Source: an optimization exercise on an open RTL-to-GDS flow (aim: small area, a short achievable clock period and few clock cycles). Production flows keep margins and buffers that such runs may drop.
RTL that was checked went through simulation tests only; none was proved equivalent to the original.
No activity file was given, so power comes from the tool's default toggle rates.

## zinc
// lsu_top
module lsu_top (
    input  logic                 clk_i,
    input  logic                 rst_n_i,
    input  logic                 req_i,
    output logic                 ack_o,
    input  logic [32-1:0] inst_i,
    input  logic [32-1:0] rs1_i,
    input  logic [32-1:0] rs2_i,
    output logic                 wb_valid_o,
    output logic [32-1:0] wb_data_o,
    output logic                 fault_o
);
Settings: LEC_CHECK=0, CAP_MARGIN=20, CORE_MARGIN=2, CORE_UTILIZATION=40, CTS_CLUSTER_DIAMETER=100, CTS_CLUSTER_SIZE=25, SETUP_SLACK_MARGIN=2.6, SLEW_MARGIN=75; clock period 5.0 ns.
run.sh (not shown) runs the stock make flow with config.mk's settings and CLKGATE_MAP_FILE= SYNTH_SCRIPT=/design/flow/synth_recipe.tcl, a recipe that flattens the netlist after the stock synthesis.
Testbench counts of zinc, summed over its fixed seeds: cycles 32,000.
Input changes introduced in juniper (baseline for comparison: zinc):
-- flow/design.v --
<<< zinc, line 51
    logic [7:0]    lo_q [4];
    logic [7:0]    hi_q;
    logic [7:0]    hil_q [4];
    logic [3:0]    offd_q;
    logic [3:0]    offb_q;
    logic [2:0]    f3_q;
    logic [31:0]   wdata_q;
>>> juniper, line 51
    logic [7:0]    lo_q [4];
    logic [7:0]    hi_q;
    logic [3:0]    offd_q;
    logic [2:0]    f3_q;
    logic [31:0]   wdata_q;
<<< zinc, line 103
    assign hi_sel = onehot_sum(a[AW-1:5], b[AW-1:5], c5);
    logic [3:0] offd;
    logic [3:0] offb;
    logic [3:0] da;
    logic [3:0] db;
>>> juniper, line 101
    assign hi_sel = onehot_sum(a[AW-1:5], b[AW-1:5], c5);
    logic [3:0] offd;
    logic [3:0] da;
    logic [3:0] db;
<<< zinc, line 114
            for (int j = 0; j < 4; j++) begin
                offd[l] = offd[l] | (da[j] & db[(l - j) & 3]);
            end
        end
        for (int l = 0; l < 4; l++) begin
            offb[l] = 1'b0;
            for (int j = 0; j < 4; j++) begin
                offb[l] = offb[l] | (db[j] & da[(l - j) & 3]);
            end
        end
>>> juniper, line 111
            for (int j = 0; j < 4; j++) begin
                offd[l] = offd[l] | (da[j] & db[(l - j) & 3]);
            end
        end
<<< zinc, line 164
        end
        hi_q    <= hi_sel;
        for (int l = 0; l < 4; l++) begin
            hil_q[l] <= hi_sel & {8{need[l]}};
        end
        offd_q  <= offd;
        offb_q  <= offb;
        f3_q    <= funct3;
        wdata_q <= rs2_i;
>>> juniper, line 155
        end
        hi_q    <= hi_sel;
        offd_q  <= offd;
        f3_q    <= funct3;
        wdata_q <= rs2_i;
<<< zinc, line 245
            for (int i = 0; i < 8; i++) begin
                for (int h = 0; h < 8; h++) begin
                    th[h] = grpb[h][l][i] & hil_q[l][h];
                end
                lw[l][i] = |th;
>>> juniper, line 232
            for (int i = 0; i < 8; i++) begin
                for (int h = 0; h < 8; h++) begin
                    th[h] = grpb[h][l][i] & hi_q[h];
                end
                lw[l][i] = |th;
<<< zinc, line 254
        for (int i = 0; i < 8; i++) begin
            for (int l = 0; l < 4; l++) begin
                t0[l] = lw[l][i] & offb_q[l];
            end
            ext[i]      = |t0;
>>> juniper, line 241
        for (int i = 0; i < 8; i++) begin
            for (int l = 0; l < 4; l++) begin
                t0[l] = lw[l][i] & offd_q[l];
            end
            ext[i]      = |t0;
The run with more routed wire is juniper, not zinc. Run comparison: zinc top layer reached by signal wires met5; juniper top layer reached by signal wires met4. Any difference in starting density of the core between zinc and juniper is small enough to ignore. The lower cell count after placement came out of juniper. The met1 track demand over resource in global routing in juniper sits 0.30 points below the value recorded for zinc. For juniper, the origin of the worst setup path was lo_q[2][7], unlike zinc, where it was lo_q[2][1]. Delta (juniper minus zinc): fraction of the mapped netlist area in compound gates now larger, synthesized instance count shows a reduction of about 3%. Looking at sum of routed wire segments on met1 across zinc and juniper, the one that comes out higher is zinc. Against zinc, cell area in juniper fell slightly.
Testbench counts of juniper, summed over its fixed seeds: cycles 32,000.

---

== rev 12 ==
The RTL this note starts from:
==> flow/design.v <==
package isa_pkg;
    typedef enum logic [6:0] {
        OP_LOAD  = 7'b0000011,
        OP_STORE = 7'b0100011
    } opcode_e;
    typedef enum logic [2:0] {
        F3_B  = 3'b000,
        F3_H  = 3'b001,
        F3_W  = 3'b010,
        F3_BU = 3'b100,
        F3_HU = 3'b101
    } funct3_e;
endpackage
package lsu_pkg;
    typedef enum logic [1:0] {
        SIZE_B = 2'd0,
        SIZE_H = 2'd1,
        SIZE_W = 2'd2
    } acc_size_e;
    typedef struct packed {
        logic                     is_load;
        logic                     is_signed;
        acc_size_e                size;
        logic [8-1:0] addr;
        logic [3:0]               wmask;
        logic [32-1:0]     wdata;
    } lsu_entry_t;
    typedef enum logic {
        ISSUE_IDLE = 1'b0,
        ISSUE_WAIT = 1'b1
    } issue_state_e;
endpackage
module lsu_top (
    input  logic                 clk_i,
    input  logic                 rst_n_i,
    input  logic                 req_i,
    output logic                 ack_o,
    input  logic [32-1:0] inst_i,
    input  logic [32-1:0] rs1_i,
    input  logic [32-1:0] rs2_i,
    output logic                 wb_valid_o,
    output logic [32-1:0] wb_data_o,
    output logic                 fault_o
);
    localparam int AW    = 8;
    localparam int WORDS = 2 ** (AW - 2);
    logic          ack_q;
    logic          fault_q;
    logic          ld_q;
    logic [7:0]    st_hi_q;
    logic [7:0]    lo_q [4];
    logic [7:0]    hi_q;
    logic [7:0]    hil_q [4];
    logic [3:0]    offd_q;
    logic [3:0]    offb_q;
    logic [2:0]    f3_q;
    logic [31:0]   wdata_q;
    logic          wb_valid_q;
    logic [31:0]   wb_data_q;
    logic          is_load;
    logic          is_store;
    logic [2:0]    funct3;
    logic [AW-1:0] imm;
    logic          f3_ok;
    logic          aligned;
    logic          legal;
    logic          accept;
    logic [7:0]    lo_sel;
    logic [7:0]    hi_sel;
    assign is_load  = inst_i[6:0] == isa_pkg::OP_LOAD;
    assign is_store = inst_i[6:0] == isa_pkg::OP_STORE;
    assign funct3   = inst_i[14:12];
    assign imm = {inst_i[AW+19:25], inst_i[5] ? inst_i[11:7] : inst_i[24:20]};
    function automatic logic [7:0] onehot_sum(input logic [2:0] x, input logic [2:0] y,
                                              input logic c);
        logic [7:0] dx;
        logic [7:0] dy;
        logic [7:0] r;
        dx = 8'b1 << x;
        dy = 8'b1 << y;
        for (int k = 0; k < 8; k++) begin
            r[k] = 1'b0;
            for (int j = 0; j < 8; j++) begin
                r[k] = r[k] | (dx[j] & dy[(k - j) & 7]);
            end
        end
        onehot_sum = c ? {r[6:0], r[7]} : r;
    endfunction
    logic [AW-1:0] a;
    logic [AW-1:0] b;
    logic [AW-1:0] g;
    logic [AW-1:0] p;
    logic          c2;
    logic          c5;
    assign a  = rs1_i[AW-1:0];
    assign b  = imm;
    assign g  = a & b;
    assign p  = a | b;
    assign c2 = g[1] | (p[1] & g[0]);
    assign c5 = g[4] | (p[4] & g[3]) | (p[4] & p[3] & g[2]) | (p[4] & p[3] & p[2] & g[1])
              | (p[4] & p[3] & p[2] & p[1] & g[0]);
    assign lo_sel = onehot_sum(a[4:2], b[4:2], c2);
    assign hi_sel = onehot_sum(a[AW-1:5], b[AW-1:5], c5);
    logic [3:0] offd;
    logic [3:0] offb;
    logic [3:0] da;
    logic [3:0] db;
    logic [3:0] need;
    always_comb begin
        da = 4'b1 << a[1:0];
        db = 4'b1 << b[1:0];
        for (int l = 0; l < 4; l++) begin
            offd[l] = 1'b0;
            for (int j = 0; j < 4; j++) begin
                offd[l] = offd[l] | (da[j] & db[(l - j) & 3]);
            end
        end
        for (int l = 0; l < 4; l++) begin
            offb[l] = 1'b0;
            for (int j = 0; j < 4; j++) begin
                offb[l] = offb[l] | (db[j] & da[(l - j) & 3]);
            end
        end
        for (int l = 0; l < 4; l++) begin
            case (funct3[1:0])
                2'b00:   need[l] = offd[l];
                2'b01:   need[l] = offd[l & 2];
                default: need[l] = 1'b1;
            endcase
        end
    end
    always_comb begin
        case (funct3)
            3'b000, 3'b001, 3'b010: f3_ok = 1'b1;
            3'b100, 3'b101:         f3_ok = is_load;
            default:                f3_ok = 1'b0;
        endcase
        case (funct3[1:0])
            2'b01:   aligned = a[0] == b[0];
            2'b10:   aligned = (a[0] == b[0]) && (b[1] == (a[1] ^ a[0]));
            default: aligned = 1'b1;
        endcase
    end
    assign legal  = (is_load || is_store) && f3_ok && aligned;
    assign accept = req_i && !ack_q;
    always_ff @(posedge clk_i) begin
        if (!rst_n_i) begin
            ack_q      <= 1'b0;
            fault_q    <= 1'b0;
            ld_q       <= 1'b0;
            st_hi_q    <= '0;
            wb_valid_q <= 1'b0;
        end else begin
            ack_q      <= req_i;
            fault_q    <= accept && !legal;
            ld_q       <= accept && legal && is_load;
            st_hi_q    <= hi_sel & {8{accept && legal && is_store}};
            wb_valid_q <= ld_q;
        end
    end
    always_ff @(posedge clk_i) begin
        for (int l = 0; l < 4; l++) begin
            lo_q[l] <= lo_sel & {8{need[l]}};
        end
        hi_q    <= hi_sel;
        for (int l = 0; l < 4; l++) begin
            hil_q[l] <= hi_sel & {8{need[l]}};
        end
        offd_q  <= offd;
        offb_q  <= offb;
        f3_q    <= funct3;
        wdata_q <= rs2_i;
    end
    logic [31:0] wdata;
    always_comb begin
        case (f3_q[1:0])
            2'b00:   wdata = {4{wdata_q[7:0]}};
            2'b01:   wdata = {2{wdata_q[15:0]}};
            default: wdata = wdata_q;
        endcase
    end
    logic [31:0] mem [WORDS];
    for (genvar w = 0; w < WORDS; w++) begin : g_word
        for (genvar b = 0; b < 4; b++) begin : g_byte
            logic we;
            assign we = st_hi_q[w / 8] & lo_q[b][w % 8];
            always_ff @(posedge clk_i) begin
                if (we) begin
                    mem[w][8*b +: 8] <= wdata[8*b +: 8];
                end
            end
        end
    end
    logic [7:0] grpb [8][4];
    logic [7:0] hs0  [4];
    logic [7:0] ss1  [4];
    logic [7:0] ss23 [4];
    logic       is_b;
    logic       is_w;
    logic       sgn;
    logic       off_hi;
    logic [7:0] sg1;
    logic [7:0] sg23;
    logic [31:0] ext;
    assign is_b   = f3_q[1:0] == 2'b00;
    assign is_w   = f3_q[1];
    assign sgn    = ~f3_q[2];
    assign off_hi = offd_q[2] | offd_q[3];
    logic [7:0]  tk;
    logic [3:0]  tl;
    logic [3:0]  t0;
    logic [7:0]  th;
    logic [7:0]  lw [4];
    logic        fill1;
    logic        fill23;
    always_comb begin
        for (int h = 0; h < 8; h++) begin
            for (int l = 0; l < 4; l++) begin
                for (int i = 0; i < 8; i++) begin
                    for (int k = 0; k < 8; k++) begin
                        tk[k] = mem[h*8+k][8*l+i] & lo_q[l][k];
                    end
                    grpb[h][l][i] = |tk;
                end
            end
        end
        for (int l = 0; l < 4; l++) begin
            hs0[l]  = hi_q & {8{offd_q[l]}};
            ss1[l]  = hs0[l] & {8{sgn & is_b}};
            ss23[l] = is_b ? hs0[l] & {8{sgn}} :
                      ((l == 1) ? hi_q & {8{~off_hi & sgn & ~is_w}} :
                       (l == 3) ? hi_q & {8{off_hi & sgn & ~is_w}} : 8'h00);
        end
        for (int h = 0; h < 8; h++) begin
            for (int l = 0; l < 4; l++) begin
                tl[l] = grpb[h][l][7] & ss1[l][h];
            end
            sg1[h] = |tl;
            for (int l = 0; l < 4; l++) begin
                tl[l] = grpb[h][l][7] & ss23[l][h];
            end
            sg23[h] = |tl;
        end
        for (int l = 0; l < 4; l++) begin
            for (int i = 0; i < 8; i++) begin
                for (int h = 0; h < 8; h++) begin
                    th[h] = grpb[h][l][i] & hil_q[l][h];
                end
                lw[l][i] = |th;
            end
        end
        fill1  = |sg1;
        fill23 = |sg23;
        for (int i = 0; i < 8; i++) begin
            for (int l = 0; l < 4; l++) begin
                t0[l] = lw[l][i] & offb_q[l];
            end
            ext[i]      = |t0;
            ext[8 + i]  = (lw[1][i] & ~off_hi & ~is_b) | (lw[3][i] & off_hi & ~is_b) | fill1;
            ext[16 + i] = (lw[2][i] & is_w) | fill23;
            ext[24 + i] = (lw[3][i] & is_w) | fill23;
        end
    end
    always_ff @(posedge clk_i) begin
        wb_data_q <= ext;
    end
    assign ack_o      = ack_q;
    assign fault_o    = fault_q;
    assign wb_valid_o = wb_valid_q;
    assign wb_data_o  = wb_data_q;
endmodule
make LEC_CHECK=0 ABC_AREA=1 CAP_MARGIN=20 CORE_MARGIN=2 CORE_UTILIZATION=40 CTS_CLUSTER_DIAMETER=100 CTS_CLUSTER_SIZE=25 SETUP_SLACK_MARGIN=2.6 SLEW_MARGIN=20 finish   # period 5.0 ns
Testbench counts of rev 12, summed over its fixed seeds: cycles 32,000.
The inputs of rev 13 differ from those of rev 12 as listed below.
--- a/flow/design.v
+++ b/flow/design.v
@@ -50,9 +50,7 @@
     logic [7:0]    st_hi_q;
     logic [7:0]    lo_q [4];
     logic [7:0]    hi_q;
-    logic [7:0]    hil_q [4];
     logic [3:0]    offd_q;
-    logic [3:0]    offb_q;
     logic [2:0]    f3_q;
     logic [31:0]   wdata_q;
     logic          wb_valid_q;
@@ -102,7 +100,6 @@
     assign lo_sel = onehot_sum(a[4:2], b[4:2], c2);
     assign hi_sel = onehot_sum(a[AW-1:5], b[AW-1:5], c5);
     logic [3:0] offd;
-    logic [3:0] offb;
     logic [3:0] da;
     logic [3:0] db;
     logic [3:0] need;
@@ -113,12 +110,6 @@
             offd[l] = 1'b0;
             for (int j = 0; j < 4; j++) begin
                 offd[l] = offd[l] | (da[j] & db[(l - j) & 3]);
-            end
-        end
-        for (int l = 0; l < 4; l++) begin
-            offb[l] = 1'b0;
-            for (int j = 0; j < 4; j++) begin
-                offb[l] = offb[l] | (db[j] & da[(l - j) & 3]);
             end
         end
         for (int l = 0; l < 4; l++) begin
@@ -163,11 +154,7 @@
             lo_q[l] <= lo_sel & {8{need[l]}};
         end
         hi_q    <= hi_sel;
-        for (int l = 0; l < 4; l++) begin
-            hil_q[l] <= hi_sel & {8{need[l]}};
-        end
         offd_q  <= offd;
-        offb_q  <= offb;
         f3_q    <= funct3;
         wdata_q <= rs2_i;
     end
@@ -244,7 +231,7 @@
         for (int l = 0; l < 4; l++) begin
             for (int i = 0; i < 8; i++) begin
                 for (int h = 0; h < 8; h++) begin
-                    th[h] = grpb[h][l][i] & hil_q[l][h];
+                    th[h] = grpb[h][l][i] & hi_q[h];
                 end
                 lw[l][i] = |th;
             end
@@ -253,7 +240,7 @@
         fill23 = |sg23;
         for (int i = 0; i < 8; i++) begin
             for (int l = 0; l < 4; l++) begin
-                t0[l] = lw[l][i] & offb_q[l];
+                t0[l] = lw[l][i] & offd_q[l];
             end
             ext[i]      = |t0;
             ext[8 + i]  = (lw[1][i] & ~off_hi & ~is_b) | (lw[3][i] & off_hi & ~is_b) | fill1;
Findings:
In summary, rev 13 completed successfully, with a layout that passed the timing, design-rule and antenna checks.
[compare] base=rev 12 new=rev 13: sum of internal, switching and leakage power up about 0.8%, data required time of the critical path flat, number of well taps down 104, total track usage flat, wire length of the first global-routing pass down 1.1%.
Between rev 13 and rev 12, the power dissipated in sequential cells figures differ only marginally.
Compared with rev 12, rev 13 has less setup slack.
Rev 12 has a lower shortest clock period the worst path allows after layout than rev 13.
Layout multi-input combinational cell count: rev 13 < rev 12
Measured slew at the worst slew-check pin: rev 13 > rev 12
Of the two candidates, rev 12 has the worse initial detailed-routing violation count and rev 13 the better one.
Rev 13: power density relative to cell area is about 2.2% higher than what rev 12 reported.
Testbench counts of rev 13, summed over its fixed seeds: cycles 32,000.

---

lsu_top, a different RTL version from the one above (not shown whole).
Size in the first run: about 4900 cells after synthesis, about 2200 flip-flops, about 130 I/O pins.
Settings: LEC_CHECK=0, CAP_MARGIN=20, CORE_MARGIN=2, CORE_UTILIZATION=40, SETUP_SLACK_MARGIN=2.6, SLEW_MARGIN=20; clock period 5.0 ns.
Testbench counts at the start, summed over its fixed seeds: cycles 32,000.
==> next run, changes <==
--- a/flow/design.v
+++ b/flow/design.v
@@ -40,22 +40,23 @@
     input  logic [32-1:0] rs2_i,
     output logic                 wb_valid_o,
     output logic [32-1:0] wb_data_o,
     output logic                 fault_o
 );
     localparam int AW    = 8;
     localparam int WORDS = 2 ** (AW - 2);
     logic          ack_q;
     logic          fault_q;
     logic          ld_q;
     logic          st_q;
+    logic          hold_q;
     logic [7:0]    lo_q [4];
     logic [7:0]    hi_q;
     logic [3:0]    offd_q;
     logic [2:0]    f3_q;
     logic [31:0]   wdata_q;
     logic          wb_valid_q;
     logic [31:0]   wb_data_q;
     logic          is_load;
     logic          is_store;
     logic [2:0]    funct3;
     logic [AW-1:0] imm;
@@ -132,28 +133,30 @@
             default: aligned = 1'b1;
         endcase
     end
     assign legal  = (is_load || is_store) && f3_ok && aligned;
     assign accept = req_i && !ack_q;
     always_ff @(posedge clk_i) begin
         if (!rst_n_i) begin
             ack_q      <= 1'b0;
             fault_q    <= 1'b0;
             ld_q       <= 1'b0;
             st_q       <= 1'b0;
+            hold_q     <= 1'b1;
             wb_valid_q <= 1'b0;
         end else begin
             ack_q      <= req_i;
             fault_q    <= accept && !legal;
             ld_q       <= accept && legal && is_load;
             st_q       <= accept && legal && is_store;
+            hold_q     <= !(accept && legal && is_store);
             wb_valid_q <= ld_q;
         end
     end
     always_ff @(posedge clk_i) begin
         for (int l = 0; l < 4; l++) begin
             lo_q[l] <= lo_sel & {8{need[l]}};
         end
         hi_q    <= hi_sel;
         offd_q  <= offd;
         f3_q    <= funct3;
         wdata_q <= rs2_i;
@@ -162,27 +165,27 @@
     always_comb begin
         case (f3_q[1:0])
             2'b00:   wdata = {4{wdata_q[7:0]}};
             2'b01:   wdata = {2{wdata_q[15:0]}};
             default: wdata = wdata_q;
         endcase
     end
     logic [31:0] mem [WORDS];
     for (genvar w = 0; w < WORDS; w++) begin : g_word
         for (genvar b = 0; b < 4; b++) begin : g_byte
             logic we;
-            assign we = st_q & hi_q[w / 8] & lo_q[b][w % 8];
+            logic keep;
+            assign we   = st_q & hi_q[w / 8] & lo_q[b][w % 8];
+            assign keep = hold_q | ~hi_q[w / 8] | ~lo_q[b][w % 8];
             always_ff @(posedge clk_i) begin
-                if (we) begin
-                    mem[w][8*b +: 8] <= wdata[8*b +: 8];
-                end
+                mem[w][8*b +: 8] <= (mem[w][8*b +: 8] & {8{keep}}) | (wdata[8*b +: 8] & {8{we}});
             end
         end
     end
     logic [7:0] grpb [8][4];
     logic [7:0] hs0  [4];
     logic [7:0] hs1  [4];
     logic [7:0] hsw;
     logic [7:0] ss1  [4];
     logic [7:0] ss23 [4];
     logic       is_b;
     logic       is_w;
@@ -226,29 +229,29 @@
         for (int h = 0; h < 8; h++) begin
             for (int l = 0; l < 4; l++) begin
                 b0   = b0 | (grpb[h][l] & {8{hs0[l][h]}});
                 b1   = b1 | (grpb[h][l] & {8{hs1[l][h]}});
                 sx1  = sx1 | (grpb[h][l][7] & ss1[l][h]);
                 sx23 = sx23 | (grpb[h][l][7] & ss23[l][h]);
             end
             r2 = r2 | (grpb[h][2] & {8{hsw[h]}});
             r3 = r3 | (grpb[h][3] & {8{hsw[h]}});
         end
     end
-    logic [7:0]  b0_q;
-    logic [7:0]  b1_q;
-    logic [15:0] r23_q;
-    logic        sx1_q;
-    logic        sx23_q;
+    logic [7:0]  b0_n_q;
+    logic [7:0]  b1_n_q;
+    logic [15:0] r23_n_q;
+    logic        sx1_n_q;
+    logic        sx23_n_q;
     always_ff @(posedge clk_i) begin
-        b0_q   <= b0;
-        b1_q   <= b1;
-        r23_q  <= {r3, r2};
-        sx1_q  <= sx1;
-        sx23_q <= sx23;
-    end
-    assign wb_data_q = {r23_q | {16{sx23_q}}, b1_q | {8{sx1_q}}, b0_q};
+        b0_n_q   <= ~b0;
+        b1_n_q   <= ~b1;
+        r23_n_q  <= ~{r3, r2};
+        sx1_n_q  <= ~sx1;
+        sx23_n_q <= ~sx23;
+    end
+    assign wb_data_q = {~(r23_n_q & {16{sx23_n_q}}), ~(b1_n_q & {8{sx1_n_q}}), ~b0_n_q};
     assign ack_o      = ack_q;
     assign fault_o    = fault_q;
     assign wb_valid_o = wb_valid_q;
     assign wb_data_o  = wb_data_q;
 endmodule
Result: Register-to-register slack loses 0.14 ns; wire length grows by 32%; hold slack is about the same; maximum frequency shrinks by 1.5%; clock power grows by 16%; utilization grows by 1.7 points; worst setup slack loses 0.043 ns; final area grows by 2.2%; via count grows by 42%.
For the second run of this note, only the layout was checked, not whether the RTL still works.

[separate check: timing with driven ports]
How much do the figures lean on ideal ports? The routed layouts below were timed once more, with nothing changed but the port constraints.
Step 1 sets driving cells, clkbuf_16 on the clock port and buf_2 on the other inputs (assumed; they add their load-dependent delay and slew).
Step 2, shift: input delay + t, output delay - t, t = (earliest + latest rising clock arrival at the registers) / 2. This alone moves slack from input paths to output paths.
Slacks: ideal / step 1 / step 2; pairs: ideal / step 1.
| run | t, ns | slack for setup (ns) | hold slack, ns | clock arrival spread, ns | worst slew at a driven data input, ns |
|---|---|---|---|---|---|
| zinc | 0.854 | 2.287 / 2.287 / 1.586 | 0.439 / 0.439 / 0.439 | 0.050 / 0.050 | 0.29 |
| juniper | 0.841 | 2.236 / 2.236 / 1.457 | 0.442 / 0.442 / 0.442 | 0.052 / 0.052 | 0.18 |
| rev 12 | 0.849 | 2.589 / 2.525 / 1.696 | 0.446 / 0.446 / 0.446 | 0.044 / 0.044 | 0.36 |
| rev 13 | 0.853 | 2.582 / 2.575 / 1.837 | 0.433 / 0.433 / 0.433 | 0.052 / 0.052 | 0.20 |
| the first run of note 3 | 0.922 | 2.186 / 2.102 / 1.768 | 0.431 / 0.431 / 0.431 | 0.066 / 0.067 | 0.10 |
| the second run of note 3 | 0.962 | 2.143 / 2.139 / 1.398 | 0.432 / 0.399 / 0.432 | 0.053 / 0.053 | 0.10 |
After both steps setup and hold are still met in every run listed. For rev 12, which loses most, drivers alone change the setup slack by -0.064 ns; drivers and shift together by -0.893 ns.
